This design comes from an exercise in tuning for small area and few clock cycles on the open sky130 flow, not from production work. Function was checked by simulation only, so behaviour that the tests miss may differ from the original. Power and IR drop assume default switching activity.

### design/flow/design.v
`default_nettype none
package axi_upsize_pkg;
    localparam int addr_w = 32;
    localparam int id_w   = 4;
    localparam int len_w  = 8;
    localparam int size_w = 3;
    localparam int resp_w = 2;
    localparam int s_dw = 32;
    localparam int m_dw = 128;
    localparam int s_kw = s_dw / 8;
    localparam int m_kw = m_dw / 8;
    localparam int ratio      = m_dw / s_dw;
    localparam int ratio_log2 = $clog2(ratio);
    localparam int wlen_w = len_w - ratio_log2;
    localparam int aw_fifo_w = addr_w + id_w + wlen_w + size_w;
    localparam int b_fifo_w  = id_w + resp_w;
    localparam int aw_depth = 6;
    localparam int w_depth  = 14;
    localparam int b_depth  = 6;
endpackage
`default_nettype wire
`timescale 1ns/1ps
`default_nettype none
module sync_fifo #(
    parameter int width = 8,
    parameter int depth = 6
) (
    input  logic             m_axi_aclk,
    input  logic             s_axi_arst,
    input  logic             in_valid,
    output logic             in_ready,
    input  logic [width-1:0] in_data,
    output logic             out_valid,
    input  logic             out_ready,
    output logic [width-1:0] out_data
);
    logic [width-1:0] data_q [depth];
    logic [depth-1:0] full_q;
    logic [depth:0]   rdy;
    logic             in_xfer;
    always_comb begin
        rdy[0] = out_ready;
        for (int i = 0; i < depth; i++) begin
            rdy[i+1] = ~full_q[i] | rdy[i];
        end
    end
    assign in_ready  = ~&full_q;
    assign in_xfer   = in_valid & in_ready;
    assign out_valid = full_q[0];
    assign out_data  = data_q[0];
    always_ff @(posedge m_axi_aclk or posedge s_axi_arst) begin
        if (s_axi_arst) begin
            full_q <= '0;
        end else begin
            for (int i = 0; i < depth - 1; i++) begin
                if (rdy[i+1]) begin
                    full_q[i] <= full_q[i+1];
                end
            end
            if (rdy[depth]) begin
                full_q[depth-1] <= in_xfer;
            end
        end
    end
    always_ff @(posedge m_axi_aclk) begin
        for (int i = 0; i < depth - 1; i++) begin
            if (rdy[i+1]) begin
                data_q[i] <= data_q[i+1];
            end
        end
        if (rdy[depth]) begin
            data_q[depth-1] <= in_data;
        end
    end
endmodule
`default_nettype wire
`timescale 1ns/1ps
`default_nettype none
module aw_translate (
    input  logic [axi_upsize_pkg::addr_w-1:0]    s_axi_awaddr,
    input  logic [axi_upsize_pkg::id_w-1:0]      s_axi_awid,
    input  logic [axi_upsize_pkg::len_w-1:0]     s_axi_awlen,
    input  logic [axi_upsize_pkg::size_w-1:0]    s_axi_awsize,
    output logic [axi_upsize_pkg::aw_fifo_w-1:0] entry
);
    localparam int ratio_log2 = axi_upsize_pkg::ratio_log2;
    localparam int size_w     = axi_upsize_pkg::size_w;
    assign entry = {s_axi_awaddr, s_axi_awid, s_axi_awlen[axi_upsize_pkg::len_w-1:ratio_log2],
                    s_axi_awsize + size_w'(ratio_log2)};
endmodule
`default_nettype wire
`timescale 1ns/1ps
`default_nettype none
module w_packer #(
    parameter int depth = 14,
    parameter logic [depth-1:0] pack_at = depth'(1)
) (
    input  logic                              m_axi_aclk,
    input  logic                              s_axi_arst,
    input  logic [axi_upsize_pkg::s_dw-1:0]   s_axi_wdata,
    input  logic [axi_upsize_pkg::s_kw-1:0]   s_axi_wstrb,
    input  logic                              s_axi_wlast,
    input  logic                              s_axi_wvalid,
    output logic                              s_axi_wready,
    output logic [axi_upsize_pkg::m_dw-1:0]   m_axi_wdata,
    output logic [axi_upsize_pkg::m_kw-1:0]   m_axi_wstrb,
    output logic                              m_axi_wlast,
    output logic                              m_axi_wvalid,
    input  logic                              m_axi_wready
);
    localparam int ratio  = axi_upsize_pkg::ratio;
    localparam int lane_w = axi_upsize_pkg::ratio_log2;
    localparam int s_dw   = axi_upsize_pkg::s_dw;
    localparam int s_kw   = axi_upsize_pkg::s_kw;
    localparam int tail   = depth - 1;
    localparam logic [depth-1:0] packs = pack_at | (depth'(1) << tail);
    logic [ratio-1:0][s_dw-1:0] data_q [depth];
    logic [ratio-1:0][s_kw-1:0] strb_q [depth];
    logic [depth-1:0]           last_q;
    logic [depth-1:0]           full_q;    
    logic [depth-1:0]           part_q;    
    logic [lane_w-1:0]          lane_q;
    logic [depth:0]             rdy;
    logic [depth-1:0]           busy;
    logic [depth-1:0]           behind;
    logic [depth-1:0]           start_ok;
    logic [depth-1:0]           wr;
    logic [ratio-1:0]           lane_hit;
    logic [ratio-1:0]           lane_cur;
    logic                       w_xfer;
    logic                       word_done;
    assign busy = full_q | (part_q & packs);
    always_comb begin
        rdy[0] = m_axi_wready;
        for (int i = 0; i < depth; i++) begin
            rdy[i+1] = ~busy[i] | (full_q[i] & rdy[i]);
        end
        behind[tail] = 1'b0;
        for (int i = tail - 1; i >= 0; i--) begin
            behind[i] = behind[i+1] | busy[i+1];
        end
    end
    assign s_axi_wready = ~&full_q;
    assign w_xfer       = s_axi_wvalid & s_axi_wready;
    assign word_done    = s_axi_wlast | (lane_q == lane_w'(ratio - 1));
    always_comb begin
        for (int i = 0; i < depth; i++) begin
            start_ok[i] = packs[i] & ~behind[i] & rdy[i+1];
        end
        wr = '0;
        if (w_xfer) begin
            if (lane_q != '0) begin
                wr = part_q & packs;
            end else begin
                for (int i = depth - 1; i >= 0; i--) begin
                    if (start_ok[i]) begin
                        wr = '0;
                        wr[i] = 1'b1;
                    end
                end
            end
        end
        for (int j = 0; j < ratio; j++) begin
            lane_cur[j] = (lane_q == lane_w'(j));
            lane_hit[j] = lane_cur[j] | (s_axi_wlast & (lane_q < lane_w'(j)));
        end
    end
    always_ff @(posedge m_axi_aclk or posedge s_axi_arst) begin
        if (s_axi_arst) begin
            lane_q <= '0;
            full_q <= '0;
            part_q <= '0;
        end else begin
            if (w_xfer) begin
                lane_q <= word_done ? '0 : lane_q + 1'b1;
            end
            for (int i = 0; i < depth; i++) begin
                if (wr[i]) begin
                    full_q[i] <= word_done;
                    part_q[i] <= ~word_done;
                end else if (rdy[i+1]) begin
                    full_q[i] <= (i < tail) ? full_q[(i < tail) ? i + 1 : i] : 1'b0;
                end
            end
        end
    end
    always_ff @(posedge m_axi_aclk) begin
        for (int i = 0; i < depth; i++) begin
            if (wr[i]) begin
                last_q[i] <= s_axi_wlast;
                for (int j = 0; j < ratio; j++) begin
                    if (lane_hit[j]) begin
                        data_q[i][j] <= s_axi_wdata;
                        strb_q[i][j] <= lane_cur[j] ? s_axi_wstrb : '0;
                    end
                end
            end else if (rdy[i+1] && i < tail) begin
                last_q[i] <= last_q[(i < tail) ? i + 1 : i];
                data_q[i] <= data_q[(i < tail) ? i + 1 : i];
                strb_q[i] <= strb_q[(i < tail) ? i + 1 : i];
            end
        end
    end
    assign m_axi_wvalid = full_q[0];
    assign m_axi_wdata  = data_q[0];
    assign m_axi_wstrb  = strb_q[0];
    assign m_axi_wlast  = last_q[0];
endmodule
`default_nettype wire
`timescale 1ns/1ps
`default_nettype none
module axi_out_slice #(
    parameter int width = 6,
    parameter int depth = 6
) (
    input  logic             m_axi_aclk,
    input  logic             s_axi_arst,
    input  logic             in_valid,
    output logic             in_ready,
    input  logic [width-1:0] in_data,
    output logic             out_valid,
    input  logic             out_ready,
    output logic [width-1:0] out_data
);
    logic [width-1:0] data_q [depth];
    logic [depth-1:0] full_q;        
    logic [depth:0]   full;
    logic             push;
    logic             pop;
    assign full      = {1'b0, full_q};
    assign in_ready  = ~full_q[depth-1];
    assign out_valid = full_q[0] | in_valid;
    assign out_data  = full_q[0] ? data_q[0] : in_data;
    assign pop       = full_q[0] & out_ready;
    assign push      = in_valid & in_ready & (full_q[0] | ~out_ready);
    always_ff @(posedge m_axi_aclk or posedge s_axi_arst) begin
        if (s_axi_arst) begin
            full_q <= '0;
        end else if (push & ~pop) begin
            full_q <= {full_q[depth-2:0], 1'b1};
        end else if (pop & ~push) begin
            full_q <= full[depth:1];
        end
    end
    always_ff @(posedge m_axi_aclk) begin
        for (int i = 0; i < depth; i++) begin
            if (pop) begin
                if (push & full[i] & ~full[i+1]) begin
                    data_q[i] <= in_data;
                end else begin
                    data_q[i] <= data_q[(i < depth - 1) ? i + 1 : i];
                end
            end else if (push & ~full_q[i] & ((i == 0) | full_q[(i > 0) ? i - 1 : 0])) begin
                data_q[i] <= in_data;
            end
        end
    end
endmodule
`default_nettype wire
`timescale 1ns/1ps
`default_nettype none
module axi_upsize_top (
    input  logic                               m_axi_aclk,
    input  logic                               s_axi_arst,
    input  logic [axi_upsize_pkg::addr_w-1:0]  s_axi_awaddr,
    input  logic [axi_upsize_pkg::id_w-1:0]    s_axi_awid,
    input  logic [axi_upsize_pkg::len_w-1:0]   s_axi_awlen,
    input  logic [axi_upsize_pkg::size_w-1:0]  s_axi_awsize,
    input  logic                               s_axi_awvalid,
    output logic                               s_axi_awready,
    input  logic [axi_upsize_pkg::s_dw-1:0]    s_axi_wdata,
    input  logic [axi_upsize_pkg::s_kw-1:0]    s_axi_wstrb,
    input  logic                               s_axi_wlast,
    input  logic                               s_axi_wvalid,
    output logic                               s_axi_wready,
    output logic [axi_upsize_pkg::id_w-1:0]    s_axi_bid,
    output logic [axi_upsize_pkg::resp_w-1:0]  s_axi_bresp,
    output logic                               s_axi_bvalid,
    input  logic                               s_axi_bready,
    output logic [axi_upsize_pkg::addr_w-1:0]  m_axi_awaddr,
    output logic [axi_upsize_pkg::id_w-1:0]    m_axi_awid,
    output logic [axi_upsize_pkg::len_w-1:0]   m_axi_awlen,
    output logic [axi_upsize_pkg::size_w-1:0]  m_axi_awsize,
    output logic                               m_axi_awvalid,
    input  logic                               m_axi_awready,
    output logic [axi_upsize_pkg::m_dw-1:0]    m_axi_wdata,
    output logic [axi_upsize_pkg::m_kw-1:0]    m_axi_wstrb,
    output logic                               m_axi_wlast,
    output logic                               m_axi_wvalid,
    input  logic                               m_axi_wready,
    input  logic [axi_upsize_pkg::id_w-1:0]    m_axi_bid,
    input  logic [axi_upsize_pkg::resp_w-1:0]  m_axi_bresp,
    input  logic                               m_axi_bvalid,
    output logic                               m_axi_bready
);
    localparam int aw_w   = axi_upsize_pkg::aw_fifo_w;
    localparam int b_w    = axi_upsize_pkg::b_fifo_w;
    localparam int wlen_w = axi_upsize_pkg::wlen_w;
    localparam int len_w  = axi_upsize_pkg::len_w;
    logic [aw_w-1:0]   aw_entry, aw_out;
    logic [wlen_w-1:0] aw_wlen;
    aw_translate i_aw_translate (
        .s_axi_awaddr (s_axi_awaddr), .s_axi_awid (s_axi_awid),
        .s_axi_awlen (s_axi_awlen), .s_axi_awsize (s_axi_awsize),
        .entry (aw_entry)
    );
    sync_fifo #(.width(aw_w), .depth(axi_upsize_pkg::aw_depth)) i_aw_fifo (
        .m_axi_aclk (m_axi_aclk), .s_axi_arst (s_axi_arst),
        .in_valid (s_axi_awvalid), .in_ready (s_axi_awready), .in_data (aw_entry),
        .out_valid (m_axi_awvalid), .out_ready (m_axi_awready), .out_data (aw_out)
    );
    assign {m_axi_awaddr, m_axi_awid, aw_wlen, m_axi_awsize} = aw_out;
    assign m_axi_awlen = len_w'(aw_wlen);
    w_packer #(.depth(axi_upsize_pkg::w_depth), .pack_at(14'h8)) i_w_packer (
        .m_axi_aclk (m_axi_aclk), .s_axi_arst (s_axi_arst),
        .s_axi_wdata (s_axi_wdata), .s_axi_wstrb (s_axi_wstrb),
        .s_axi_wlast (s_axi_wlast), .s_axi_wvalid (s_axi_wvalid),
        .s_axi_wready (s_axi_wready),
        .m_axi_wdata (m_axi_wdata), .m_axi_wstrb (m_axi_wstrb),
        .m_axi_wlast (m_axi_wlast), .m_axi_wvalid (m_axi_wvalid),
        .m_axi_wready (m_axi_wready)
    );
    axi_out_slice #(.width(b_w), .depth(axi_upsize_pkg::b_depth)) i_b_buf (
        .m_axi_aclk (m_axi_aclk), .s_axi_arst (s_axi_arst),
        .in_valid (m_axi_bvalid), .in_ready (m_axi_bready), .in_data ({m_axi_bid, m_axi_bresp}),
        .out_valid (s_axi_bvalid), .out_ready (s_axi_bready), .out_data ({s_axi_bid, s_axi_bresp})
    );
endmodule
`default_nettype wire
### design/flow/flow/run.sh
#!/bin/bash
# Standard layout, with plain buf_1 cells as the port buffers and a clock tree
# built from larger sink clusters without dummy loads.
set -euo pipefail
export BUFFER_PORTS_ARGS="-buffer_cell sky130_fd_sc_hd__buf_1"
export CTS_ARGS="-sink_clustering_enable -repair_clock_nets -sink_clustering_size 12 -sink_clustering_max_diameter 30 -sink_clustering_buffer sky130_fd_sc_hd__clkbuf_4 -dont_use_dummy_load"
bash standard.sh finish > standard.log 2>&1
### design/flow/standard.sh
#!/bin/bash
# synth_recipe.tcl (not shown) runs the flow's synth.tcl, then flattens the netlist and writes it again
# the make line also repeats each setting of config.mk as NAME=value (left out here)
make -C /OpenROAD-flow-scripts/flow DESIGN_CONFIG=/design/flow/config.mk WORK_HOME=/design/flow/orfs CLKGATE_MAP_FILE= SYNTH_SCRIPT=/design/flow/synth_recipe.tcl "${@:-finish}"
### design/flow/config.mk
export PLATFORM = sky130hd
export DESIGN_NAME = axi_upsize_top
export DESIGN_NICKNAME = axi_upsize_top
export VERILOG_FILES = /design/flow/design.v
export SDC_FILE = /design/flow/constraint.sdc
export NUM_CORES = 4
export LEC_CHECK = 0
export ABC_AREA = 1
export CAP_MARGIN = 20
export CORE_MARGIN = 2
export CORE_UTILIZATION = 68
export PLACE_DENSITY = 0.75
export SLEW_MARGIN = 20
### design/flow/constraint.sdc
create_clock -name core_clock -period 4.0 [get_ports {m_axi_aclk}]
set_input_delay 0.8000 -clock core_clock [delete_from_list [all_inputs] [get_ports {m_axi_aclk}]]
set_output_delay 0.8000 -clock core_clock [all_outputs]
set_load 0.01 [all_outputs]
==> results.yml, run 1 <==
sta:
  slew_headroom_pct: 30.0
  setup_viol: 0
  tightest_slew_ps: 1050
  hold_viol: 0
  timing.final.crit_share_pct: 82.3
  maxSlewViolCount: 0
  min_period_ps: 3290
  rsz0062_at_grt: "no"
  finalSetupTns_ps: 0
  finalClockSkew_ps: 74.6
  max_freq_mhz: 304
synth:
  ys_seq_area_share_pct: 96.0
  ys_types: 29
  syn_avg_cell_area_um2: 24.4
  yosysTopAreaCell: "edfxtp_1"
  ys_seq_elements: 2366
  ys_warn_count: 7
  ys.flop_type: "edfxtp_1"
  async_flop_share_pct: 1.27
  synth_top_cell_area_share_pct: 95.0
  synth_edf_count: 2336
  synth_top_cells_by_area: "edfxtp_1, nand2_1, dfrtp_1, inv_1, o21ai_0"
  synth_common_cells: "edfxtp_1, nand2_1, inv_1"
  yosysMostFrequentCell: "edfxtp_1"
  syn_area_mm2: 0.0738
  syn_inst: 3027
floorplanning:
  die_h_um: 333
  dieArea_mm2: 0.111
  ioPinCount: 302
  rows: 120
  design.core.area_mm2: 0.107
  initial_core_util_pct: 68.8
  fp.dieW_um: 333
worst_setup_path:
  endpoint: "s_axi_wready"
  r2r_end: "i_w_packer.data_q[3][8]"
  end_kind: "output pin"
  crit_path_top_delay_cell: "nor3_1"
  r2r_slack_ps: 850
  regToRegStartpoint: "i_w_packer.lane_q[0]"
  crit_type: "register to output pin"
  setup.worst_path.start: "i_w_packer.full_q[5]"
  r2r_cells: 9
  critPathArrivalTime_ps: 2490
  critical_path_required_ps: 3200
  cpPeakStageDelay_ps: 570
  start_kind: "register"
  worstPathMaxFanout: 6
  path_cells: "nand3_1 > nor3_1 > nand2_1 > buf_1"
cts:
  cts_tree: "built"
  cts_buffers: 347
  cts_resized: 0
  path_clk_slew_ps: 90
  post-cts-setup-buffers: 0
  cts_buffer_depth: 4
  h-tree-depth: 5
  cts.sinks: 2366
  cts_hold_buf: 0
  clkLatencyLatePin_ps: 830
  root_buffer: "clkbuf_16"
global_routing:
  grt_max_degree: 167
  grt_pass1_vias: 29382
  overflow: 0
  antenna_found_initial: 12
  grt_usage_pct: 20.7
  grt_pass1_wl_um: 168000
power:
  p_clk_share_pct: 22.9
  swShare_pct: 22.9
  power.leakage_nw: 29.3
  power_density_mw_per_mm2: 682
  internal-power_mw: 42.4
  p_seq_share_pct: 69.0
  finalPower_mw: 54.9
  p_comb_share_pct: 8.1
  netSwitchingPower_mw: 12.6
  ir_worst_vdd_v: 0.000419
routing:
  routed_wl_um: 112000
  ant_nets: 0
  wire_per_inst_um: 22.0
  post_drt_via_cell_ratio: 5.57
  vias: 28305
  first_pass_iters: 6
  drc: 0
  drt-initial-drc-count: 2143
hold_path:
  hold_path.class: "primary input to asynchronous set/reset pin"
job:
  drv_cap: 0
run_status:
  status: "complete, no violations"
cells_and_area:
  layout-drive-gt1-share_pct: 11.7
  layout.nets: 3780
  area_growth_pct: 9.14
  nFillCells: 5529
placement:
  hpwl_um: 65700
  numPortBuffers: 297
  gp_congestion: 0.875
[registers in the layout, indices dropped and copies added, names as in the netlist]
name               flops
i_w_packer.strb_q    224
i_aw_fifo.data_q     270
i_w_packer.data_q   1792
i_b_buf.data_q        36
i_w_packer.lane_q      2
i_aw_fifo.full_q       6
i_w_packer.last_q     14
i_w_packer.part_q      2
i_b_buf.full_q         6
i_w_packer.full_q     14
[metal layers]
layer	up-vias	wire, um	GRT usage (%)
li1	12945	-	-
met1	14058	44500	27.5
met2	1041	56100	33.8
met3	255	7960	4.94
met4	6	3010	8.13
met5	-	37	0
[area by class of cell]
class | count | area, um^2 | share of cell area (%)
Sequential cell | 2366 | 70900 | 88.0
Clock buffer | 347 | 3460 | 4.30
Multi-Input combinational cell | 565 | 2590 | 3.22
Tap cell | 1403 | 1760 | 2.18
Timing Repair Buffer | 332 | 1590 | 1.97
Inverter | 64 | 255 | 0.317
Antenna cell | 2 | 5.00 | 0.00621
[cells in the final DEF, fill, tap and decap left out, types with 6 or more instances in the layout]
cell type and instances:
inv_1 56, buf_4 18, dfrtp_1 30, a21oi_1 26
edfxtp_1 2336, nand2_2 11, o21ai_0 34, nor2_1 44
clkbuf_4 298, nand2_1 381, buf_1 297, ha_1 6
buf_12 17, clkbuf_16 49, nand3_1 16
[cell families (layout without fill, tap and decap cells)]
kind of cell / count (synthesis) / after routing / synth area share [%]
XOR/XNOR: 1 / 1 / 0.0119
other: 1 / 4 / 0.00508
flip-flops: 2366 / 2366 / 96.0
AO/OA/AOI/OAI: 69 / 69 / 0.498
adder cells (fa/ha/maj): 6 / 6 / 0.102
AND/OR/NAND/NOR: 482 / 482 / 2.59
multiplexers: 5 / 5 / 0.0763
buffers and inverters: 97 / 743 / 0.673
[worst max-delay path: cells and delay by family, from the launching register on]
family | cells | cell delay [ps]
and+or+nand+nor | 3 | 960
DFF | 1 | 520
buffers and inverters | 1 | 180
[how the worst min path moves through the flow]
| stage | slack, ps | depth (start not counted) | endpoint | startpoint |
|---|---|---|---|---|
| after floorplan | 400 | 0 | i_aw_fifo.data_q[0][0] | i_aw_fifo.data_q[1][0] |
| after global placement | 400 | 0 | i_w_packer.data_q[7][45] | i_w_packer.data_q[8][45] |
| after detailed placement | 400 | 0 | i_aw_fifo.data_q[0][36] | i_aw_fifo.data_q[1][36] |
| after CTS | 20 | 2 | i_aw_fifo.full_q[5] | s_axi_arst |
| after global routing | 60 | 2 | i_aw_fifo.full_q[0] | s_axi_arst |
| final | 70 | 2 | i_aw_fifo.full_q[5] | s_axi_arst |
[metrics by stage]
stage                     setup slack, ps  cell area [um^2]  util [%]  hold WS (ps)  cells
after floorplan                     -3750             73800         -           400   3028
after global placement                778             77100      71.8           400   4730
after detailed placement              727             77100      71.8           405   4730
after CTS                             737             80600      75.0          24.0   5077
after global routing                  659             80600      75.0          63.6   5078
final                                 710             80600      75.0          65.3   5079
[power groups by stage]
stage / Combinational, mW / Clock (mW) / Sequential, mW
2_1_floorplan: 1.94 / 0 / 38.0
3_3_place_gp: 4.30 / 0 / 38.0
3_5_place_dp: 4.51 / 0 / 38.5
4_1_cts: 4.52 / 13.1 / 38.1
5_1_grt: 4.85 / 14.0 / 38.6
6_report: 4.43 / 12.6 / 37.9
Testbench counts, summed over its fixed seeds: cycles 2,931.
==> run 2, diff against run 1 <==
==> design/flow/flow/run.sh (replaced) <==
#!/bin/bash
# Standard layout, with plain buf_1 cells as the port buffers and a clock tree
# built from larger sink clusters without dummy loads.
set -euo pipefail
export BUFFER_PORTS_ARGS="-buffer_cell sky130_fd_sc_hd__buf_1"
export CTS_ARGS="-sink_clustering_enable -repair_clock_nets -sink_clustering_size 40 -sink_clustering_max_diameter 45 -dont_use_dummy_load"
bash standard.sh finish > standard.log 2>&1
--- a/design/flow/config.mk
+++ b/design/flow/config.mk
@@ -8,6 +8,5 @@
 export ABC_AREA = 1
 export CAP_MARGIN = 20
 export CORE_MARGIN = 2
-export CORE_UTILIZATION = 68
-export PLACE_DENSITY = 0.75
+export CORE_UTILIZATION = 55
 export SLEW_MARGIN = 20
==> run 2 against run 1 <==
Setup slack got worse by 91 ps. Total power rose by 4.4%. First-iteration DRC count rose by 0.75%. Non-clock buffer count rose by 18. Critical endpoint is now i_w_packer.data_q[3][15]. Highest routed layer unchanged. Still clean on timing, DRC and antenna. Sequential share of layout area fell by 1.8 points. Clock-buffer cell count fell by 170. Cell count rose by 4.2%. Via count fell by 2.9%. Flip-flop and latch count did not move.
==> results.yml, run 2 <==
run_status:
  status: "complete, no violations"
global_routing:
  overflow: 0
  grt_pass1_vias: 27975
  antenna_found_initial: 6
  grt_usage_pct: 16.5
  grt_max_degree: 148
  grt_pass1_wl_um: 167000
synth:
  synth_top_cells_by_area: "edfxtp_1, nand2_1, dfrtp_1, inv_1, o21ai_0"
  ys_seq_elements: 2366
  ys_warn_count: 7
  ys.flop_type: "edfxtp_1"
  async_flop_share_pct: 1.27
  ys_types: 29
  synth_top_family_by_area: "simple AND/OR/NAND/NOR gates"
  synth_xor_area_share_pct: 0.0119
  syn_avg_cell_area_um2: 24.4
  synth_common_cells: "edfxtp_1, nand2_1, inv_1"
  syn_area_mm2: 0.0738
  synth.area.mux_share_pct: 0.0763
  synthAdderAreaFrac_pct: 0.102
  synth-simple-area-share_pct: 2.59
  syn_inst: 3027
  yosysTopAreaCell: "edfxtp_1"
  yosysMostFrequentCell: "edfxtp_1"
  synth_edf_count: 2336
  synth_compound_area_share_pct: 0.498
  ys_seq_area_share_pct: 96.0
  synth_top_cell_area_share_pct: 95.0
placement:
  numPortBuffers: 297
  hpwl_um: 67300
  gp_congestion: 0.806
  placed_cells: 5113
routing:
  post_drt_via_cell_ratio: 5.19
  routed_wl_um: 111000
  drt-initial-drc-count: 2159
  wl_met3_um: 6380
  dr_wl_met2_um: 54600
  vias: 27486
  drc: 0
  wire_per_inst_um: 21.0
  ant_nets: 0
  top_layer_used: "met5"
  first_pass_iters: 6
  met1_length_um: 47900
floorplanning:
  die_h_um: 370
  ioPinCount: 302
  dieArea_mm2: 0.137
  initial_core_util_pct: 55.4
  fp.dieW_um: 370
  design.core.area_mm2: 0.133
  rows: 134
cells_and_area:
  final_common_cell: "edfxtp_1"
  top_regs: "i_w_packer.data_q x1792, i_aw_fifo.data_q x270, i_w_packer.strb_q x224"
  nFillCells: 8981
  largest-register: "i_w_packer.data_q"
  fin_util_pct: 61.7
  largest_reg_flops: 1792
  area_growth_pct: 11.4
  layout-drive-gt1-share_pct: 7.89
  layout.nets: 3628
  final_cell_mix: "edfxtp_1, nand2_1, buf_1"
  stdcell_count: 5292
sta:
  rsz0062_at_grt: "no"
  tightest_slew_ps: 1020
  slew_headroom_pct: 32.1
  max_freq_mhz: 296
  finalClockSkew_ps: 58.3
  hold_viol: 0
  timing.final.crit_share_pct: 84.5
  setup_viol: 0
  fin_hold_ws_ps: 107
  maxSlewViolCount: 0
  min_period_ps: 3380
worst_setup_path:
  end_kind: "register"
  crit_path_top_delay_cell: "o21ai_4"
  critPathTopFamily: "compound AO/OA/AOI/OAI gates"
  regToRegStartpoint: "i_w_packer.lane_q[0]"
  cp_common_cell: "nand2_1"
  setup.worst_path.start: "i_w_packer.lane_q[0]"
  path_buf_inv: 2
  path_cells: "inv_1 > ha_1 > nand2_1 > nor2_1 > nand2_1 > o21bai_2 > nand2_8 > o21ai_4 > buf_12"
  critPathArrivalTime_ps: 3810
  start_kind: "register"
  critical_path_required_ps: 4420
  worstPathMaxFanout: 55
  r2r_slack_ps: 620
  crit_type: "register to register"
  r2r_cells: 9
  cpPeakStageDelay_ps: 900
  r2r_end: "i_w_packer.data_q[3][15]"
cts:
  cts.sinks: 2366
  path_clk_slew_ps: 60
  h-tree-depth: 4
  cts_tree: "built"
  cts_resized: 0
  clkLatencyLatePin_ps: 800
  cts_buffer_depth: 3
  cts_hold_buf: 0
  root_buffer: "clkbuf_16"
  post-cts-setup-buffers: 0
  cts_buffers: 177
power:
  power_density_mw_per_mm2: 698
  ir_worst_vdd_v: 0.000363
  finalPower_mw: 57.4
  power.leakage_nw: 29.7
hold_path:
  hold_path.class: "primary input to asynchronous set/reset pin"
job:
  drv_cap: 0
[run 2: changes by cell type in the layout (fill, tap and decap cells not counted)]
cell,previous run,this run
clkbuf_4,298,0
clkbuf_16,49,177
buf_4,18,27
buf_12,17,25
buf_6,0,1
clkinv_1,2,3
inv_2,3,2
inv_6,1,2
inv_8,1,0
[run 2: area by class of cell]
type	count	area, um^2	area share (%)
Sequential cell	2366	70900	86.2
Antenna cell	2	5.00	0.00609
Multi-Input combinational cell	565	2590	3.16
Tap cell	1768	2210	2.69
Inverter	64	253	0.307
Timing Repair Buffer	350	1830	2.22
Clock buffer	177	4430	5.39
[run 2: worst max path at each step]
stage	slack, ps	cells past startpoint	to
finish	620	9	i_w_packer.data_q[3][15]
global route	380	10	i_w_packer.data_q[3][90]
CTS	540	9	i_w_packer.data_q[3][15]
detailed placement	370	10	i_w_packer.data_q[3][113]
global placement	470	10	i_w_packer.data_q[3][91]
floorplan	-3750	6	i_w_packer.data_q[10][0]
[run 2: stage by stage]
step           TNS (ps)  area (um^2)  setup WS, ps
3_3_place_gp          0        77800           475
3_5_place_dp          0        77800           374
5_1_grt               0        82200           381
4_1_cts               0        82200           542
6_report              0        82200           619
2_1_floorplan  -3467630        73800         -3750
[run 2: logic make-up after synthesis]
kind of cell / count (synthesis)
buf+inv: 97
other cells: 1
flops: 2366
mux: 5
fa+ha+maj: 6
xor+xnor: 1
compound gates: 69
simple gates: 482
[run 2: metal layers]
metal,vias up,GRT usage (%)
met5,-,0
met4,6,4.98
met3,172,3.46
met2,681,27.0
met1,14090,22.7
li1,12537,-
[run 2: where the power goes]
group,internal [mW],switching (mW),total (mW)
sequential,35.8,2.10,37.9
clock,7.76,7.13,14.9
combinational,1.06,3.53,4.59
total,44.6,12.8,57.4
==> run 3, diff against run 2 <==
==> design/flow/flow/run.sh (replaced) <==
#!/bin/bash
# Standard layout, with plain buf_1 cells as the port buffers and a clock tree
# built from larger sink clusters without dummy loads.
set -euo pipefail
export BUFFER_PORTS_ARGS="-buffer_cell sky130_fd_sc_hd__buf_1"
export CTS_ARGS="-sink_clustering_enable -repair_clock_nets -sink_clustering_size 30 -sink_clustering_max_diameter 60 -dont_use_dummy_load"
bash standard.sh finish > standard.log 2>&1
==> run 3 against run 2 <==
Critical path depth stayed put. Critical path type unchanged. Global-route usage shrank 0.15 points. Synthesized area is the same. Largest cell class unchanged. Worst hold slack better by 11 ps. Highest routed layer unchanged. Largest power group unchanged. Setup slack better by 5.4 ps. Clock power down 14%. Die area is the same.
==> results.yml, run 3 <==
run_status:
  status: "complete, no violations"
sta:
  max_freq_mhz: 296
  maxSlewViolCount: 0
  min_period_ps: 3380
  rsz0062_at_grt: "no"
  setup_viol: 0
  tightest_slew_ps: 1020
  hold_viol: 0
  slew_headroom_pct: 31.7
  finalSetupTns_ps: 0
  timing.final.crit_share_pct: 84.4
  finalClockSkew_ps: 67.5
  worst_slack_ps: 624
cts:
  h-tree-depth: 4
  cts_buffers: 136
  cts_resized: 0
  clkLatencyLatePin_ps: 780
  cts_tree: "built"
  root_buffer: "clkbuf_16"
  post-cts-setup-buffers: 0
  path_clk_slew_ps: 90
  cts_buffer_depth: 3
  cts_hold_buf: 0
  cts.sinks: 2366
placement:
  gp_congestion: 0.806
  numPortBuffers: 297
  hpwl_um: 67300
  post-place-ws_ps: 374
worst_setup_path:
  crit_path_top_delay_cell: "o21ai_4"
  end_kind: "register"
  critPathArrivalTime_ps: 3780
  critPathTopFamily: "compound AO/OA/AOI/OAI gates"
  cpPeakStageDelay_ps: 910
  r2r_end: "i_w_packer.data_q[3][6]"
  r2r_cells: 9
  crit_type: "register to register"
  start_kind: "register"
  setup.worst_path.start: "i_w_packer.lane_q[1]"
  worstPathMaxFanout: 55
  regToRegStartpoint: "i_w_packer.lane_q[1]"
  path_cells: "inv_1 > ha_1 > nand2_1 > nor2_1 > nand2_1 > o21bai_2 > nand2_8 > o21ai_4 > buf_12"
  r2r_slack_ps: 620
  critical_path_required_ps: 4410
  cp_common_cell: "nand2_1"
  path_buf_inv: 2
synth:
  yosysTopAreaCell: "edfxtp_1"
  syn_inst: 3027
  yosysMostFrequentCell: "edfxtp_1"
  syn_avg_cell_area_um2: 24.4
  ys.flop_type: "edfxtp_1"
  synth_common_cells: "edfxtp_1, nand2_1, inv_1"
  synth_edf_count: 2336
  synth_top_cells_by_area: "edfxtp_1, nand2_1, dfrtp_1, inv_1, o21ai_0"
  async_flop_share_pct: 1.27
  syn_area_mm2: 0.0738
  ys_seq_area_share_pct: 96.0
  ys_types: 29
  synth_top_cell_area_share_pct: 95.0
  ys_warn_count: 7
  ys_seq_elements: 2366
job:
  drv_cap: 0
floorplanning:
  design.core.area_mm2: 0.133
  rows: 134
  die_h_um: 370
  fp.dieW_um: 370
  ioPinCount: 302
  initial_core_util_pct: 55.4
  dieArea_mm2: 0.137
global_routing:
  overflow: 0
  grt_pass1_vias: 27627
  antenna_found_initial: 7
  grt_usage_pct: 16.4
  grt_max_degree: 148
  grt_pass1_wl_um: 166000
hold_path:
  hold_path.class: "primary input to asynchronous set/reset pin"
routing:
  routed_wl_um: 111000
  post_drt_via_cell_ratio: 5.18
  wire_per_inst_um: 21.1
  ant_nets: 0
  first_pass_iters: 5
  vias: 27207
  drc: 0
  drt-initial-drc-count: 2199
cells_and_area:
  largest-register: "i_w_packer.data_q"
  largest_reg_flops: 1792
  nFillCells: 9103
  fin_util_pct: 60.9
  area_growth_pct: 10.0
  final_cell_mix: "edfxtp_1, nand2_1, buf_1"
  top_regs: "i_w_packer.data_q x1792, i_aw_fifo.data_q x270, i_w_packer.strb_q x224"
  multi_input_area_mm2: 0.00259
  seq_area_mm2: 0.0709
  final_common_cell: "edfxtp_1"
  layout.nets: 3587
  layout-drive-gt1-share_pct: 6.81
power:
  swShare_pct: 22.5
  p_clk_share_pct: 23.2
  internal-power_mw: 42.8
  power.leakage_nw: 29.2
  finalPower_mw: 55.3
  netSwitchingPower_mw: 12.4
  power_density_mw_per_mm2: 681
  p_comb_share_pct: 8.3
  p_seq_share_pct: 68.5
  ir_worst_vdd_v: 0.000497
==> run 3: per-stage QoR <==
step	hold slack [ps]	area, um^2	instances
3_3_place_gp	400	77800	5112
5_1_grt	107	81200	5249
6_report	118	81200	5253
3_5_place_dp	405	77800	5113
4_1_cts	57.8	81200	5249
2_1_floorplan	400	73800	3028
==> run 3: worst max path at each step <==
stage | end | cells past startpoint
2_1_floorplan | i_w_packer.data_q[10][0] | 6
4_1_cts | i_w_packer.data_q[3][6] | 9
5_1_grt | i_w_packer.data_q[3][90] | 10
6_report | i_w_packer.data_q[3][6] | 9
3_5_place_dp | i_w_packer.data_q[3][113] | 10
3_3_place_gp | i_w_packer.data_q[3][91] | 10
==> run 3: layout make-up <==
cell class	count	share of cell area [%]
inverters	64	0.311
multi-input cells	565	3.20
flip-flops and latches	2366	87.3
repair buffers	350	2.25
well taps	1768	2.72
diodes	4	0.0123
clock buffers	136	4.19
==> run 3: power by group through the flow <==
stage | Combinational, mW | Sequential (mW) | Clock [mW]
2_1_floorplan | 1.94 | 38.0 | 0
3_3_place_gp | 4.62 | 38.2 | 0
3_5_place_dp | 4.74 | 38.5 | 0
4_1_cts | 4.75 | 38.0 | 13.3
5_1_grt | 5.07 | 38.5 | 14.2
6_report | 4.59 | 37.8 | 12.8
==> run 3: cells by family (layout without fill, tap and decap cells) <==
family                     Yosys count  after routing  share of synthesized area, %
AOI/OAI and AO/OA                   69             69                         0.498
xor gates and xnor gates             1              1                        0.0119
adders and majority gates            6              6                         0.102
buffers and inverters               97            550                         0.673
DFF                               2366           2366                          96.0
muxes                                5              5                        0.0763
other                                1              6                       0.00508
and+or+nand+nor                    482            482                          2.59
==> run 3: routing by layer <==
metal | track usage [%] | up-vias | share of wire (%)
li1 | - | 12444 | -
met1 | 22.7 | 13946 | 43
met2 | 26.9 | 635 | 49
met3 | 3.15 | 176 | 5.5
met4 | 4.82 | 6 | 2.2
met5 | 0 | - | 0.032
==> run 3: worst register-to-register path, stage by stage, from the launching register on <==
cell	delay, ps
dfrtp_1	420
inv_1	150
ha_1	360
nand2_1	90
nor2_1	120
nand2_1	90
o21bai_2	250
nand2_8	300
o21ai_4	930
buf_12	290
==> run 4, diff against run 3 <==
==> design/flow/flow/run.sh (replaced) <==
#!/bin/bash
# Standard layout, with plain buf_1 cells as the port buffers and a clock tree
# built from larger sink clusters without dummy loads.
set -euo pipefail
export BUFFER_PORTS_ARGS="-buffer_cell sky130_fd_sc_hd__buf_1"
export CTS_ARGS="-sink_clustering_enable -repair_clock_nets -sink_clustering_size 40 -sink_clustering_max_diameter 60 -dont_use_dummy_load"
bash standard.sh finish > standard.log 2>&1
==> run 4 against run 3 <==
Cell count about the same. Synthesized area unchanged. Register-to-register slack about the same. Clock power about the same. Fmax up 0.37%. Worst hold slack worse by 3.9 ps. Still clean on timing, DRC and antenna. Highest routed layer unchanged. Global-route usage about the same. Critical path depth unchanged. Clock-buffer cell count down 1. Via count about the same.
==> results.yml, run 4 <==
synth:
  syn_inst: 3027
  yosysTopAreaCell: "edfxtp_1"
  ys_types: 29
  synth_common_cells: "edfxtp_1, nand2_1, inv_1"
  syn_avg_cell_area_um2: 24.4
  synth_top_cell_area_share_pct: 95.0
  synth_top_cells_by_area: "edfxtp_1, nand2_1, dfrtp_1, inv_1, o21ai_0"
  ys_seq_area_share_pct: 96.0
  async_flop_share_pct: 1.27
  ys_warn_count: 7
  synth_edf_count: 2336
  ys_seq_elements: 2366
  yosysMostFrequentCell: "edfxtp_1"
  ys.flop_type: "edfxtp_1"
  syn_area_mm2: 0.0738
cts:
  root_buffer: "clkbuf_16"
  clkLatencyLatePin_ps: 770
  cts_buffer_depth: 3
  cts.sinks: 2366
  cts_resized: 0
  post-cts-setup-buffers: 0
  h-tree-depth: 4
  cts_tree: "built"
  cts_buffers: 135
  path_clk_slew_ps: 90
  cts_hold_buf: 0
worst_setup_path:
  crit_type: "register to register"
  end_kind: "register"
  path_buf_inv: 2
  path_cells: "inv_1 > ha_1 > nand2_1 > nor2_1 > nand2_1 > o21bai_2 > nand2_8 > o21ai_4 > buf_12"
  cpPeakStageDelay_ps: 900
  crit_path_top_delay_cell: "o21ai_4"
  start_kind: "register"
  critical_path_required_ps: 4410
  cp_common_cell: "nand2_1"
  worstPathMaxFanout: 55
  critPathArrivalTime_ps: 3770
  critPathTopFamily: "compound AO/OA/AOI/OAI gates"
global_routing:
  grt_pass1_wl_um: 165000
  grt_pass1_vias: 27637
  overflow: 0
  antenna_found_initial: 7
  grt_max_degree: 148
  grt_usage_pct: 16.4
sta:
  hold_viol: 0
  worst_slack_ps: 637
  maxSlewViolCount: 0
  setup_viol: 0
  timing.final.crit_share_pct: 84.1
  min_period_ps: 3360
  max_freq_mhz: 297
  rsz0062_at_grt: "no"
  slew_headroom_pct: 32.2
  tightest_slew_ps: 1010
  finalClockSkew_ps: 55.8
routing:
  first_pass_iters: 5
  drc: 0
  ant_nets: 0
  drt-initial-drc-count: 2254
  routed_wl_um: 111000
  vias: 27203
  post_drt_via_cell_ratio: 5.18
  wire_per_inst_um: 21.0
power:
  finalPower_mw: 55.2
  ir_worst_vdd_v: 0.000501
  power_density_mw_per_mm2: 680
  power.leakage_nw: 29.2
cells_and_area:
  largest-register: "i_w_packer.data_q"
  nFillCells: 9101
  largest_reg_flops: 1792
  area_growth_pct: 9.97
  final_common_cell: "edfxtp_1"
  seq_area_mm2: 0.0709
  top_regs: "i_w_packer.data_q x1792, i_aw_fifo.data_q x270, i_w_packer.strb_q x224"
  stdcell_count: 5252
  multi_input_area_mm2: 0.00259
  layout.nets: 3586
  layout-drive-gt1-share_pct: 6.78
  final_cell_mix: "edfxtp_1, nand2_1, buf_1"
floorplanning:
  die_h_um: 370
  initial_core_util_pct: 55.4
  rows: 134
  dieArea_mm2: 0.137
  ioPinCount: 302
  fp.dieW_um: 370
  design.core.area_mm2: 0.133
run_status:
  status: "complete, no violations"
placement:
  placed_cells: 5113
  post-place-ws_ps: 374
  gp_congestion: 0.806
  numPortBuffers: 297
  hpwl_um: 67300
hold_path:
  hold_path.class: "primary input to asynchronous set/reset pin"
job:
  drv_cap: 0
-- run 4: cell counts after synthesis --
Identical to the previous run, type by type.
-- run 4: report_power, final --
part	switching [mW]	leakage, nW	internal (mW)	total, mW
clock	6.79	1.66	5.99	12.8
sequential	2.10	24.7	35.7	37.8
combinational	3.53	2.79	1.06	4.59
-- run 4: area by class of cell --
class,instances,area share (%)
Tap cell,1768,2.73
Timing Repair Buffer,350,2.25
Sequential cell,2366,87.3
Multi-Input combinational cell,565,3.20
Clock buffer,135,4.16
Antenna cell,4,0.0123
Inverter,64,0.311
-- run 4: cell families (layout without fill, tap and decap cells) --
logic type      Yosys count  in the layout  share of synthesized area, %
compound gates           69             69                         0.498
mux                       5              5                        0.0763
other cells               1              6                       0.00508
xor+xnor                  1              1                        0.0119
fa+ha+maj                 6              6                         0.102
simple gates            482            482                          2.59
flops                  2366           2366                          96.0
buf+inv                  97            549                         0.673
-- run 4: final timing paths --
| check | startpoint | endpoint | slack [ps] | cells after the start |
|---|---|---|---|---|
| min reg2reg | i_w_packer.data_q[9][37] | i_w_packer.data_q[8][37] | 380 | 0 |
| max | i_w_packer.lane_q[1] | i_w_packer.data_q[3][6] | 640 | 9 |
| min | s_axi_arst | i_aw_fifo.full_q[4] | 110 | 2 |
| min in group core_clock | s_axi_awaddr[7] | i_aw_fifo.data_q[5][20] | 200 | 1 |
| max reg2reg | i_w_packer.lane_q[1] | i_w_packer.data_q[3][6] | 640 | 9 |
| max in group asynchronous | s_axi_arst | i_b_buf.full_q[4] | 3270 | 3 |
-- run 4: metrics by stage --
| step | TNS (ps) | area, um^2 | hold WS (ps) | util, % |
|---|---|---|---|---|
| after floorplan | -3467630 | 73800 | 400 | - |
| after global placement | 0 | 77800 | 400 | 58.4 |
| after detailed placement | 0 | 77800 | 405 | 58.4 |
| after CTS | 0 | 81200 | 57.8 | 60.9 |
| after global routing | 0 | 81200 | 105 | 60.9 |
| final | 0 | 81200 | 115 | 60.9 |
-- run 4: metal layers --
| layer | GRT usage (%) | vias to the layer above | wire [um] |
|---|---|---|---|
| met5 | 0 | - | 37 |
| met4 | 4.85 | 6 | 2410 |
| met3 | 3.10 | 168 | 5970 |
| met2 | 26.9 | 640 | 54200 |
| met1 | 22.7 | 13942 | 47900 |
| li1 | - | 12447 | - |
==> run 5, diff against run 4 <==
==> design/flow/flow/run.sh (replaced) <==
#!/bin/bash
# Standard layout, with plain buf_1 cells as the port buffers and a clock tree
# built from larger sink clusters without dummy loads.
set -euo pipefail
export BUFFER_PORTS_ARGS="-buffer_cell sky130_fd_sc_hd__buf_1"
export CTS_ARGS="-sink_clustering_enable -repair_clock_nets -sink_clustering_size 22 -sink_clustering_max_diameter 45 -sink_clustering_buffer sky130_fd_sc_hd__clkbuf_8 -dont_use_dummy_load"
bash standard.sh finish > standard.log 2>&1
--- a/design/flow/config.mk
+++ b/design/flow/config.mk
@@ -8,5 +8,8 @@
 export ABC_AREA = 1
 export CAP_MARGIN = 20
 export CORE_MARGIN = 2
-export CORE_UTILIZATION = 55
+export CORE_UTILIZATION = 62
+export GPL_ROUTABILITY_DRIVEN = 0
+export GPL_TIMING_DRIVEN = 0
+export PLACE_DENSITY = 0.7
 export SLEW_MARGIN = 20
==> run 5 against run 4 <==
Flip-flop and latch count stayed put. Synthesized area stayed put. Die area is 11% lower. Critical endpoint is now i_w_packer.data_q[10][99]. Cell count is 2.9% lower.
==> results.yml, run 5 <==
sta:
  rsz0062_at_grt: "no"
  tightest_slew_ps: 1060
  timing.final.crit_share_pct: 94.0
  max_freq_mhz: 266
  slew_headroom_pct: 29.1
  maxSlewViolCount: 0
  min_period_ps: 3760
  hold_viol: 0
  finalClockSkew_ps: 78.4
  finalSetupTns_ps: 0
  setup_viol: 0
synth:
  syn_inst: 3027
  async_flop_share_pct: 1.27
  ys.flop_type: "edfxtp_1"
  synth_common_cells: "edfxtp_1, nand2_1, inv_1"
  syn_area_mm2: 0.0738
  yosysTopAreaCell: "edfxtp_1"
  ys_warn_count: 7
  synth_edf_count: 2336
  syn_avg_cell_area_um2: 24.4
  synth_top_cell_area_share_pct: 95.0
  synth_top_cells_by_area: "edfxtp_1, nand2_1, dfrtp_1, inv_1, o21ai_0"
  ys_types: 29
  ys_seq_elements: 2366
  ys_seq_area_share_pct: 96.0
  yosysMostFrequentCell: "edfxtp_1"
cells_and_area:
  area_growth_pct: 9.58
  final_common_cell: "edfxtp_1"
  largest-register: "i_w_packer.data_q"
  largest_reg_flops: 1792
  top_regs: "i_w_packer.data_q x1792, i_aw_fifo.data_q x270, i_w_packer.strb_q x224"
  layout-drive-gt1-share_pct: 8.79
  layout.nets: 3667
  final_cell_mix: "edfxtp_1, nand2_1, buf_1"
  stdcell_count: 5100
  fin_util_pct: 68.5
routing:
  post_drt_via_cell_ratio: 5.44
  routed_wl_um: 112000
  vias: 27762
  first_pass_iters: 7
  drc: 0
  drt-initial-drc-count: 2353
  wire_per_inst_um: 21.9
  ant_nets: 0
power:
  ir_worst_vdd_v: 0.000437
  power.leakage_nw: 29.2
  power_density_mw_per_mm2: 663
cts:
  h-tree-depth: 4
  cts_hold_buf: 0
  cts_tree: "built"
  cts_buffers: 170
  clkLatencyLatePin_ps: 730
  root_buffer: "clkbuf_16"
  cts.sinks: 2366
  cts_buffer_depth: 3
  post-cts-setup-buffers: 0
  cts_resized: 0
  path_clk_slew_ps: 100
placement:
  numPortBuffers: 297
  placed_cells: 4927
  hpwl_um: 74300
hold_path:
  hold_path.class: "primary input to asynchronous set/reset pin"
floorplanning:
  design.core.area_mm2: 0.118
  rows: 126
  initial_core_util_pct: 62.5
  dieArea_mm2: 0.122
  ioPinCount: 302
  fp.dieW_um: 349
  die_h_um: 349
job:
  drv_cap: 0
worst_setup_path:
  start_kind: "register"
  crit_type: "register to register"
  critPathArrivalTime_ps: 4210
  worstPathMaxFanout: 87
  critical_path_required_ps: 4440
  end_kind: "register"
run_status:
  status: "complete, no violations"
global_routing:
  antenna_found_initial: 9
  overflow: 0
  grt_usage_pct: 18.6
  grt_pass1_wl_um: 166000
  grt_pass1_vias: 27813
  grt_max_degree: 103
==> run 5: changes by cell type in the layout (fill, tap and decap cells not counted), moves of 2 or more <==
cell and change:
buf_12 -7, buf_16 +24, inv_8 +2, clkbuf_1 +8
buf_2 +7, inv_6 -2, buf_4 -24, clkbuf_16 -118
clkinv_1 -3, buf_6 +32, clkbuf_8 +153, inv_2 +3
buf_8 +5
==> run 5: path summary, 6_finish.rpt <==
kind / start / end / slack [ps] / depth (start not counted)
worst min-delay path: s_axi_arst / i_aw_fifo.full_q[4] / 160 / 2
worst max-delay path: i_w_packer.full_q[0] / i_w_packer.data_q[10][99] / 240 / 12
min in group core_clock: s_axi_awaddr[1] / i_aw_fifo.data_q[5][14] / 220 / 1
worst max register to register: i_w_packer.full_q[0] / i_w_packer.data_q[10][99] / 240 / 12
worst min register to register: i_w_packer.data_q[12][18] / i_w_packer.data_q[11][18] / 350 / 0
max in group asynchronous: s_axi_arst / i_w_packer.part_q[3] / 3300 / 2
==> run 5: where the power goes <==
| part | switching, mW | leakage (nW) | internal (mW) |
|---|---|---|---|
| Combinational | 3.80 | 3.20 | 1.37 |
| Clock | 6.47 | 1.31 | 4.20 |
| Sequential | 2.04 | 24.7 | 35.7 |
==> run 5: area by class of cell <==
class | count | area, um^2
fillers | 6921 | 37200
multi-input cells | 565 | 2590
clock buffers | 170 | 2530
well taps | 1536 | 1920
diodes | 3 | 7.51
flip-flops and latches | 2366 | 70900
plain buffers | 33 | 254
inverters | 64 | 260
repair buffers | 363 | 2420
==> run 5: per-stage QoR <==
stage                     hold WS [ps]  setup slack [ps]  total power, mW  instance area (um^2)
final                              156               239             53.6                 80900
after detailed placement           405             -86.2             43.6                 78300
after floorplan                    400             -3750             39.9                 73800
after CTS                          115               200             54.2                 80900
after global placement             400             -7140             42.8                 76900
after global routing               183              40.9             55.9                 80900
==> run 5: metal layers <==
layer | vias up | track usage [%] | wire [um]
met5 | - | 0 | 51
met4 | 8 | 7.13 | 3710
met3 | 259 | 3.77 | 7120
met2 | 908 | 30.6 | 55200
met1 | 14019 | 24.9 | 45800
li1 | 12568 | - | -
==> run 5: critical path, stage by stage, from the launching register on <==
cell and delay [ps]:
dfrtp_1 430, nand2_1 140, nor2_4 260, nand2_2 110
nand2_4 180, nand2_8 420, nor2_4 470, nand4_1 460
buf_6 330, buf_8 160, buf_6 170, buf_6 160
buf_8 160
==> run 5: cells by family (layout without fill, tap and decap cells) <==
group                      count (synthesis)  count (layout)  share of synthesized area [%]
adders and majority gates                  6               6                          0.102
buffers and inverters                     97             630                          0.673
and+or+nand+nor                          482             482                           2.59
other                                      1               5                        0.00508
xor gates and xnor gates                   1               1                         0.0119
muxes                                      5               5                         0.0763
DFF                                     2366            2366                           96.0
AOI/OAI and AO/OA                         69              69                          0.498
==> run 6, diff against run 5 <==
--- a/design/flow/config.mk
+++ b/design/flow/config.mk
@@ -9,7 +9,5 @@
 export CAP_MARGIN = 20
 export CORE_MARGIN = 2
 export CORE_UTILIZATION = 62
-export GPL_ROUTABILITY_DRIVEN = 0
-export GPL_TIMING_DRIVEN = 0
 export PLACE_DENSITY = 0.7
 export SLEW_MARGIN = 20
==> run 6 against run 5 <==
Still clean on timing, DRC and antenna. Wire length fell by 6.9%. Total power fell by 1.3%. Clock-buffer cell count fell by 1. Combinational power fell by 14%. Die area did not move. Sequential power barely moved. First-iteration DRC count fell by 18%. Via count fell by 2.9%. Clock skew fell by 2.8 ps. Critical path type unchanged. Largest cell class unchanged. Highest routed layer unchanged.
==> results.yml, run 6 <==
placement:
  gp_congestion: 0.856
  placed_cell_area_mm2: 0.0773
  numPortBuffers: 297
  hpwl_um: 65800
  placed_cells: 4872
global_routing:
  grt_max_degree: 148
  antenna_found_initial: 14
  grt_pass1_wl_um: 156000
  grt_pass1_vias: 27168
  overflow: 0
  grt_usage_pct: 17.3
power:
  power_density_mw_per_mm2: 662
  netSwitchingPower_mw: 12.0
  p_seq_share_pct: 71.5
  p_comb_share_pct: 8.4
  power.leakage_nw: 28.7
  swShare_pct: 22.6
  p_clk_share_pct: 20.0
  ir_worst_vdd_v: 0.000458
  internal-power_mw: 40.9
floorplanning:
  fp.dieW_um: 349
  ioPinCount: 302
  die_h_um: 349
  design.core.area_mm2: 0.118
  dieArea_mm2: 0.122
  rows: 126
  initial_core_util_pct: 62.5
worst_setup_path:
  r2r_slack_ps: 800
  path_cells: "inv_1 > ha_1 > nand2_1 > nor2_1 > nand2_1 > o21bai_2 > nand2_8 > o21ai_4 > buf_12"
  critPathArrivalTime_ps: 3600
  cp_common_cell: "nand2_1"
  r2r_cells: 9
  r2r_end: "i_w_packer.strb_q[3][9]"
  critical_path_required_ps: 4400
  path_buf_inv: 2
  worstPathMaxFanout: 28
  regToRegStartpoint: "i_w_packer.lane_q[1]"
  start_kind: "register"
  setup.worst_path.start: "i_w_packer.lane_q[1]"
  endpoint: "i_w_packer.strb_q[3][9]"
  end_kind: "register"
  cpPeakStageDelay_ps: 820
  crit_type: "register to register"
  critPathTopFamily: "compound AO/OA/AOI/OAI gates"
  path_depth: 9
  crit_path_top_delay_cell: "o21ai_4"
cells_and_area:
  seq_area_mm2: 0.0709
  layout.nets: 3612
  stdcell_count: 5046
  multi_input_area_mm2: 0.00259
  largest_reg_flops: 1792
  layout-drive-gt1-share_pct: 7.47
  area_growth_pct: 8.24
  final_common_cell: "edfxtp_1"
  largest-register: "i_w_packer.data_q"
  top_regs: "i_w_packer.data_q x1792, i_aw_fifo.data_q x270, i_w_packer.strb_q x224"
  stdcell_area_mm2: 0.0799
  final_cell_mix: "edfxtp_1, nand2_1, buf_1"
  nFillCells: 7045
routing:
  vias: 26970
  ant_nets: 0
  drc: 0
  wire_per_inst_um: 20.6
  first_pass_iters: 7
  routed_wl_um: 104000
  drt-initial-drc-count: 1918
  post_drt_via_cell_ratio: 5.34
synth:
  synth_top_cell_area_share_pct: 95.0
  syn_inst: 3027
  synth_edf_count: 2336
  ys_types: 29
  synth_top_family_by_area: "simple AND/OR/NAND/NOR gates"
  synth_top_cells_by_area: "edfxtp_1, nand2_1, dfrtp_1, inv_1, o21ai_0"
  syn_avg_cell_area_um2: 24.4
  syn_area_mm2: 0.0738
  synth_common_cells: "edfxtp_1, nand2_1, inv_1"
  synth_xor_area_share_pct: 0.0119
  ys_seq_elements: 2366
  yosysTopAreaCell: "edfxtp_1"
  synth.area.mux_share_pct: 0.0763
  ys_warn_count: 7
  ys_seq_area_share_pct: 96.0
  synthAdderAreaFrac_pct: 0.102
  synth-simple-area-share_pct: 2.59
  yosysMostFrequentCell: "edfxtp_1"
  ys.flop_type: "edfxtp_1"
  synth_compound_area_share_pct: 0.498
  async_flop_share_pct: 1.27
sta:
  tightest_slew_ps: 1090
  rsz0062_at_grt: "no"
  min_period_ps: 3200
  finalClockSkew_ps: 75.6
  setup_viol: 0
  timing.final.crit_share_pct: 80.0
  hold_viol: 0
  maxSlewViolCount: 0
  max_freq_mhz: 313
  slew_headroom_pct: 27.5
cts:
  cts_resized: 0
  clkLatencyLatePin_ps: 750
  cts_hold_buf: 0
  post-cts-setup-buffers: 0
  path_clk_slew_ps: 110
  cts_buffer_depth: 3
  cts_buffers: 169
  cts_tree: "built"
  cts.sinks: 2366
  h-tree-depth: 4
  root_buffer: "clkbuf_16"
hold_path:
  hold_path.class: "primary input to asynchronous set/reset pin"
run_status:
  status: "complete, no violations"
job:
  drv_cap: 0
[run 6: cell counts after synthesis]
No cell type changed its count.
[run 6: how the worst min path moves through the flow]
stage | start | endpoint | cells after the start
final | s_axi_arst | i_aw_fifo.full_q[3] | 3
after global routing | s_axi_arst | i_aw_fifo.full_q[1] | 3
after CTS | s_axi_arst | i_aw_fifo.full_q[3] | 3
after detailed placement | i_aw_fifo.data_q[1][39] | i_aw_fifo.data_q[0][39] | 0
after global placement | i_w_packer.data_q[12][81] | i_w_packer.data_q[11][81] | 0
after floorplan | i_aw_fifo.data_q[1][0] | i_aw_fifo.data_q[0][0] | 0
[run 6: cell families (layout without fill, tap and decap cells)]
group,count (synthesis),after routing
buffers and inverters,97,575
flip-flops,2366,2366
AO/OA/AOI/OAI,69,69
XOR/XNOR,1,1
multiplexers,5,5
AND/OR/NAND/NOR,482,482
adder cells (fa/ha/maj),6,6
other,1,6
[run 6: final cells by class]
class / instances / share of cell area (%)
Inverter: 64 / 0.316
Antenna cell: 4 / 0.0125
Tap cell: 1536 / 2.41
Clock buffer: 169 / 3.15
Timing Repair Buffer: 342 / 2.14
Multi-Input combinational cell: 565 / 3.24
Sequential cell: 2366 / 88.7
[run 6: worst min-delay path, cell delays in order]
cell	delay, ps
buf_1	70
inv_1	50
buf_4	390
[run 6: through the flow]
stage | util (%) | setup slack, ps | hold WS [ps] | setup TNS [ps] | total power [mW]
finish | 67.7 | 802 | 114 | 0 | 52.9
global route | 67.7 | 556 | 123 | 0 | 55.2
CTS | 67.6 | 725 | 68.2 | 0 | 53.6
global placement | 65.5 | 727 | 400 | 0 | 42.5
floorplan | - | -3750 | 400 | -3467630 | 39.9
detailed placement | 65.5 | 670 | 405 | 0 | 43.1
[run 6: layer usage]
layer  up-vias  GRT usage, %  routed length, um
met5         -             0                 87
met4        12          6.32               3040
met3       214          3.73               6670
met2       755          27.9              50400
met1     13533          23.9              44000
li1      12456             -                  -
[run 6: power by group through the flow]
stage	clock network [mW]	registers [mW]	logic [mW]
global route	11.8	38.5	4.90
finish	10.6	37.8	4.46
CTS	11.0	38.0	4.57
detailed placement	0	38.5	4.57
floorplan	0	38.0	1.94
global placement	0	38.1	4.41
==> run 7, diff against run 6 <==
==> design/flow/flow/run.sh (replaced) <==
#!/bin/bash
# Standard layout, with plain buf_1 cells as the port buffers and a clock tree
# built from larger sink clusters without dummy loads.
set -euo pipefail
export BUFFER_PORTS_ARGS="-buffer_cell sky130_fd_sc_hd__buf_1"
export CTS_ARGS="-sink_clustering_enable -repair_clock_nets -sink_clustering_size 24 -sink_clustering_max_diameter 45 -sink_clustering_buffer sky130_fd_sc_hd__clkbuf_8 -dont_use_dummy_load"
bash standard.sh finish > standard.log 2>&1
--- a/design/flow/config.mk
+++ b/design/flow/config.mk
@@ -8,6 +8,6 @@
 export ABC_AREA = 1
 export CAP_MARGIN = 20
 export CORE_MARGIN = 2
-export CORE_UTILIZATION = 62
-export PLACE_DENSITY = 0.7
+export CORE_UTILIZATION = 60
+export PLACE_DENSITY = 0.68
 export SLEW_MARGIN = 20
==> run 7 against run 6 <==
Largest cell class unchanged. Critical path depth unchanged. Setup slack gained 160 ps. Total power decreased by 0.25%. Core utilization shrank 2.0 points. Worst hold slack improved by 39 ps. Flip-flop and latch count unchanged. Largest power group unchanged. Cell area rose by 0.12%.
==> results.yml, run 7 <==
synth:
  yosysMostFrequentCell: "edfxtp_1"
  syn_area_mm2: 0.0738
  ys_types: 29
  ys_warn_count: 7
  yosysTopAreaCell: "edfxtp_1"
  syn_avg_cell_area_um2: 24.4
  synth_top_cells_by_area: "edfxtp_1, nand2_1, dfrtp_1, inv_1, o21ai_0"
  ys_seq_elements: 2366
  syn_inst: 3027
  ys_seq_area_share_pct: 96.0
  synth_edf_count: 2336
  ys.flop_type: "edfxtp_1"
  synth_top_cell_area_share_pct: 95.0
  synth_common_cells: "edfxtp_1, nand2_1, inv_1"
  async_flop_share_pct: 1.27
routing:
  routed_wl_um: 104000
  first_pass_iters: 5
  drc: 0
  wire_per_inst_um: 20.3
  post_drt_via_cell_ratio: 5.23
  drt-initial-drc-count: 2221
  ant_nets: 0
  vias: 26844
cts:
  cts_hold_buf: 0
  cts_tree: "built"
  cts_resized: 0
  cts_buffers: 169
  root_buffer: "clkbuf_16"
  post-cts-setup-buffers: 0
  h-tree-depth: 4
  cts.sinks: 2366
  cts_buffer_depth: 3
  clkLatencyLatePin_ps: 720
  path_clk_slew_ps: 110
hold_path:
  hold_path.class: "primary input to asynchronous set/reset pin"
cells_and_area:
  layout.nets: 3608
  final_common_cell: "edfxtp_1"
  top_regs: "i_w_packer.data_q x1792, i_aw_fifo.data_q x270, i_w_packer.strb_q x224"
  final_cell_mix: "edfxtp_1, nand2_1, buf_1"
  layout-drive-gt1-share_pct: 7.40
  largest_reg_flops: 1792
  largest-register: "i_w_packer.data_q"
  nFillCells: 7526
  area_growth_pct: 8.37
sta:
  timing.final.crit_share_pct: 76.1
  finalSetupTns_ps: 0
  tightest_slew_ps: 941
  setup_viol: 0
  maxSlewViolCount: 0
  fin_hold_ws_ps: 153
  max_freq_mhz: 329
  rsz0062_at_grt: "no"
  hold_viol: 0
  min_period_ps: 3040
  slew_headroom_pct: 37.3
  finalClockSkew_ps: 62.7
power:
  power.leakage_nw: 28.7
  finalPower_mw: 52.8
  ir_worst_vdd_v: 0.000448
  power_density_mw_per_mm2: 659
worst_setup_path:
  worstPathMaxFanout: 19
  r2r_cells: 9
  crit_type: "register to register"
  r2r_end: "i_w_packer.data_q[3][52]"
  critPathArrivalTime_ps: 3430
  start_kind: "register"
  critical_path_required_ps: 4390
  regToRegStartpoint: "i_w_packer.lane_q[0]"
  setup.worst_path.start: "i_w_packer.lane_q[0]"
  r2r_slack_ps: 960
  end_kind: "register"
floorplanning:
  initial_core_util_pct: 60.6
  design.core.area_mm2: 0.122
  fp.dieW_um: 355
  dieArea_mm2: 0.126
  ioPinCount: 302
  die_h_um: 355
  rows: 128
placement:
  hpwl_um: 64000
  gp_congestion: 0.825
  numPortBuffers: 297
global_routing:
  grt_pass1_vias: 26934
  grt_max_degree: 148
  grt_pass1_wl_um: 157000
  overflow: 0
  grt_usage_pct: 16.7
  antenna_found_initial: 10
run_status:
  status: "complete, no violations"
job:
  drv_cap: 0
-- run 7: how the worst max path moves through the flow --
| stage | to | slack, ps | cells past startpoint |
|---|---|---|---|
| after global routing | i_w_packer.data_q[3][76] | 770 | 9 |
| after global placement | i_w_packer.strb_q[3][6] | 830 | 8 |
| after CTS | i_w_packer.data_q[3][76] | 960 | 9 |
| after floorplan | i_w_packer.data_q[10][0] | -3750 | 6 |
| final | i_w_packer.data_q[3][52] | 960 | 9 |
| after detailed placement | i_w_packer.strb_q[3][5] | 860 | 8 |
-- run 7: stage by stage --
stage / cell area [um^2] / cells / setup slack (ps) / util, %
after CTS: 80000 / 5127 / 964 / 65.6
after floorplan: 73800 / 3028 / -3750 / -
after global placement: 77500 / 4958 / 832 / 63.6
final: 80000 / 5129 / 957 / 65.6
after detailed placement: 77500 / 4958 / 865 / 63.6
after global routing: 80000 / 5128 / 770 / 65.6
-- run 7: layer usage --
layer | GRT usage, % | wire, um | share of wire (%) | up-vias
met5 | 0 | 45 | 0.043 | -
met4 | 4.53 | 2080 | 2.0 | 8
met3 | 3.82 | 6820 | 6.6 | 174
met1 | 23.6 | 44700 | 43 | 13484
met2 | 27.0 | 50400 | 48 | 741
li1 | - | - | - | 12437
-- run 7: cell type report --
class | count | area (um^2) | share of cell area (%)
clock buffer | 169 | 2520 | 3.15
multi-input combinational | 565 | 2590 | 3.24
tap | 1625 | 2030 | 2.54
sequential | 2366 | 70900 | 88.6
inverter | 64 | 253 | 0.316
antenna | 2 | 5.00 | 0.00626
timing repair buffer | 338 | 1700 | 2.12
-- run 7: worst max-delay path, cell delays in order, from the launching register on --
cell and delay, ps:
dfrtp_1 430, inv_1 160, ha_1 340, nand2_1 100, nor2_1 150, nand2_1 100, o21bai_2 240, nand2_8 120
o21ai_4 720, buf_12 290
-- run 7: logic make-up (layout without fill, tap and decap cells) --
family / Yosys count / count (layout) / synth area share (%)
simple gates: 482 / 482 / 2.59
fa+ha+maj: 6 / 6 / 0.102
compound gates: 69 / 69 / 0.498
flops: 2366 / 2366 / 96.0
mux: 5 / 5 / 0.0763
other cells: 1 / 4 / 0.00508
buf+inv: 97 / 571 / 0.673
xor+xnor: 1 / 1 / 0.0119
-- run 7: report_power, final --
group / internal, mW / total (mW) / switching, mW
combinational: 1.02 / 4.40 / 3.38
clock: 4.18 / 10.6 / 6.42
sequential: 35.7 / 37.8 / 2.04
total: 40.9 / 52.8 / 11.8

what the ideal ports hide:
Ports are ideal in the flow. The routed layouts listed here were re-timed in OpenROAD.
Step 1 (the two cells are an assumption about what drives the block):
set clk [get_ports {m_axi_aclk}]
set_driving_cell -lib_cell sky130_fd_sc_hd__clkbuf_16 $clk
set_driving_cell -lib_cell sky130_fd_sc_hd__buf_2 [delete_from_list [all_inputs] $clk]
Step 2 adds t to the input delays and takes it off the output delays; t is the mean of the earliest and latest rising clock arrival at the registers after step 1. Input paths then give back, and output paths get back, about the clock's delay inside the block.
Three values: ideal, step 1, step 2; two values: the first two.
run | t, ns | setup slack, ns | latest minus earliest clock arrival (ns) | slew at the worst register clock pin (ns) | worst slew at a driven data input, ns
run 1 | 0.879 | 0.710 / 0.639 / 0.705 | 0.100 / 0.100 | 0.12 / 0.12 | 0.13
run 2 | 0.840 | 0.619 / 0.619 / 0.305 | 0.083 / 0.082 | 0.09 / 0.09 | 0.12
run 3 | 0.820 | 0.624 / 0.624 / 0.330 | 0.088 / 0.088 | 0.11 / 0.11 | 0.12
run 4 | 0.816 | 0.637 / 0.637 / 0.334 | 0.079 / 0.080 | 0.11 / 0.11 | 0.12
run 5 | 0.783 | 0.239 / 0.239 / -0.088 | 0.114 / 0.114 | 0.12 / 0.12 | 0.11
run 6 | 0.785 | 0.802 / 0.802 / 0.703 | 0.083 / 0.084 | 0.12 / 0.12 | 0.12
run 7 | 0.771 | 0.957 / 0.957 / 0.857 | 0.095 / 0.096 | 0.12 / 0.12 | 0.12
With both steps, setup timing fails in run 5, where it was met with ideal ports. For run 5, which loses most, drivers alone change the setup slack by 0.000 ns; drivers and shift together by -0.327 ns.
